Source: an optimization exercise on an open RTL-to-GDS flow (aim: small area, a short achievable clock period and few clock cycles per item). Production flows keep margins and buffers that such runs may drop.
In this exercise RTL edits were held to simulation tests only and were not proved equivalent to the original.
Power and IR drop assume default switching activity.

Design mul_pipe, start of the top module:
module mul_pipe #(
  parameter int WIDTH  = 32,
  parameter int STAGES = 3,
  parameter int TAG_W  = 5
) (
  input  logic             clk,
  input  logic             resetn,
  input  logic             in_valid,
  output logic             in_ready,
  input  logic [WIDTH-1:0] a,
  input  logic [WIDTH-1:0] b,
  input  logic [1:0]       mul_type,
  input  logic [TAG_W-1:0] in_tag,
  input  logic             flush,
  output logic             out_valid,
  input  logic             out_ready,
  output logic [WIDTH-1:0] out_res,
  output logic [TAG_W-1:0] out_tag,
  output logic             busy
);
export LEC_CHECK = 0
export CAP_MARGIN = 20
export CORE_MARGIN = 2
export CORE_UTILIZATION = 55
export SLEW_MARGIN = 20
export SYNTH_HIERARCHICAL = 1
create_clock -name core_clock -period 12.0 [get_ports {clk}]
standard.sh (not shown) runs the stock make flow with config.mk's settings and CLKGATE_MAP_FILE= SYNTH_SCRIPT=/design/flow/synth_recipe.tcl, a recipe that flattens the netlist after the stock synthesis.
==> flow/flow/run.sh <==
#!/bin/bash
# Standard layout, with timing repair aiming 5.25 ns below the clock period
# (the constraints themselves are unchanged), and every port buffered with
# buf_2 instead of the default port buffer.
set -euo pipefail
export SETUP_SLACK_MARGIN=5.25
export BUFFER_PORTS_ARGS="-buffer_cell sky130_fd_sc_hd__buf_2"
bash standard.sh finish > standard.log 2>&1
Testbench counts at the start, summed over its fixed seeds: cycles 4,808, items 4,800.
Rerun with:
==> flow/flow/run.sh (replaced) <==
#!/bin/bash
# Standard layout, with timing repair aiming 5.5 ns below the clock period
# (the constraints themselves are unchanged), and every port buffered with
# buf_2 instead of the default port buffer.
set -euo pipefail
export SETUP_SLACK_MARGIN=5.5
export BUFFER_PORTS_ARGS="-buffer_cell sky130_fd_sc_hd__buf_2"
bash standard.sh finish > standard.log 2>&1
- CORE_UTILIZATION: 55 -> 40
Count of clock-buffer cells in the layout stays the same.
Setup slack gets better by 140 ps.
Core utilization came out lower by 16 points.
Total power came out higher by 7.7%.
Rerun with:
==> flow/flow/run.sh (replaced) <==
#!/bin/bash
# Standard layout, with timing repair aiming 6.0 ns below the clock period
# (the constraints themselves are unchanged), and every port buffered with
# buf_2 instead of the default port buffer.
set -euo pipefail
export SETUP_SLACK_MARGIN=6.0
export BUFFER_PORTS_ARGS="-buffer_cell sky130_fd_sc_hd__buf_2"
bash standard.sh finish > standard.log 2>&1
Worst hold slack gains 28 ps.
Global-route usage rises by 2.4 points.
Cell count rises by a few percent.
Non-clock buffer count rises by 142.
Utilization rises by 5.2 points.
Wire length rises by roughly a tenth.
Setup slack gains 300 ps.
Design area rises by roughly a tenth.
Sequential share of layout area falls by 1.3 points.
Power rises by a few percent.
Synthesized cell count does not change.

Another version of the RTL of mul_pipe (not shown whole).
For scale: about 0.029 sq mm of cells after synthesis.
make LEC_CHECK=0 CAP_MARGIN=20 CORE_MARGIN=2 CORE_UTILIZATION=40 SLEW_MARGIN=20 SYNTH_HIERARCHICAL=1 finish   # period 12.0 ns
run.sh (not shown) runs the stock make flow with config.mk's settings and CLKGATE_MAP_FILE= SYNTH_SCRIPT=/design/flow/synth_recipe.tcl, a recipe that flattens the netlist after the stock synthesis.
Stock flow here: none of the scripts above is used.
The starting point completed without violations.
Testbench counts at the start, summed over its fixed seeds: cycles 4,808, items 4,800.
==> next run, changes <==
--- a/flow/config.mk
+++ b/flow/config.mk
@@ -6,4 +6,5 @@
 export NUM_CORES = 4
 export LEC_CHECK = 0
+export ABC_CLOCK_PERIOD_IN_PS = 4000
 export CAP_MARGIN = 20
 export CORE_MARGIN = 2
Effect: Utilization does not change; die area stays the same; maximum frequency is unchanged; final cell count stays the same; non-clock buffer count stays the same.

RTL: one of the versions met above, not the one the previous note started from.
Size: roughly 120 I/O pins, ~28,000 um^2 of cells after synthesis.
Settings: LEC_CHECK=0, CAP_MARGIN=20, CORE_MARGIN=2, CORE_UTILIZATION=55, SLEW_MARGIN=20, SYNTH_HIERARCHICAL=1; clock period 12.0 ns.
standard.sh (not shown) runs the stock make flow with config.mk's settings and CLKGATE_MAP_FILE= SYNTH_SCRIPT=/design/flow/synth_recipe.tcl, a recipe that flattens the netlist after the stock synthesis.
==> flow/flow/run.sh <==
#!/bin/bash
# Standard layout, with timing repair aiming 5.5 ns below the clock period
# (the constraints themselves are unchanged), and every port buffered with
# buf_1 instead of the default port buffer.
set -euo pipefail
export SETUP_SLACK_MARGIN=5.5
export BUFFER_PORTS_ARGS="-buffer_cell sky130_fd_sc_hd__buf_1"
bash standard.sh finish > standard.log 2>&1
Testbench counts at the start, summed over its fixed seeds: cycles 4,808, items 4,800.
Next try:
==> flow/flow/run.sh (replaced) <==
#!/bin/bash
# Standard layout, with timing repair aiming 5.5 ns below the clock period
# (the constraints themselves are unchanged), and every port buffered with
# buf_2 instead of the default port buffer.
set -euo pipefail
export SETUP_SLACK_MARGIN=5.5
export BUFFER_PORTS_ARGS="-buffer_cell sky130_fd_sc_hd__buf_2"
bash standard.sh finish > standard.log 2>&1
Result: The changed run completed with no timing, DRC or antenna violations; die area is unchanged; design area is lower by 0.74%; via count is lower by 1.8%; register-to-register slack barely changes; utilization is lower by 0.45 points.
Next try:
CORE_UTILIZATION = 70   (was 55)
Combinational power rises slightly.
Power rises slightly.
Setup slack gets worse by 0.073 ns.
Clock-buffer cell count stays the same.

==> port drivers added, routing unchanged <==
The results above use ideal ports. As a check the final layouts listed here were re-extracted and re-timed, cells and wires unchanged. Step 1 sets driving cells, clkbuf_16 on the clock port and buf_2 on the other inputs (assumed; they add their load-dependent delay and slew). Step 2 times the ports against the registers' clock, not the clock port: input delays grow and output delays shrink by t, the midpoint of the rising clock arrivals with the driver on. a / b / c = no drivers / after step 1 / after step 2; a / b = the first two.
| run | t (ns) | setup WS [ns] | worst hold slack (ns) | worst setup path after step 2 | worst slew at a driven data input, ns |
|---|---|---|---|---|---|
| the first run of note 1 | 0.559 | 5.377 / 5.314 / 4.887 | 0.971 / 0.971 / 0.971 | input to register | 0.04 |
| the second run of note 1 | 0.497 | 5.513 / 5.541 / 5.044 | 1.301 / 1.301 / 1.301 | input to register | 0.07 |
| the third run of note 1 | 0.506 | 5.811 / 5.820 / 5.314 | 1.329 / 1.329 / 1.329 | input to register | 0.10 |
| the first run of note 2 | 0.505 | 4.558 / 4.595 / 4.090 | 0.750 / 0.750 / 0.750 | input to register | 0.06 |
| the second run of note 2 | 0.505 | 4.558 / 4.595 / 4.090 | 0.750 / 0.750 / 0.750 | input to register | 0.06 |
| the first run of note 3 | 0.496 | 5.501 / 5.534 / 5.038 | 1.337 / 1.337 / 1.337 | input to register | 0.03 |
| the second run of note 3 | 0.557 | 5.581 / 5.544 / 5.071 | 1.331 / 1.331 / 1.331 | input to register | 0.03 |
| the third run of note 3 | 0.504 | 5.508 / 5.529 / 5.031 | 1.287 / 1.287 / 1.287 | input to register | 0.04 |
After both steps setup and hold are still met in every run listed. For the second run of note 3, which loses most, drivers alone change the setup slack by -0.037 ns; drivers and shift together by -0.510 ns.
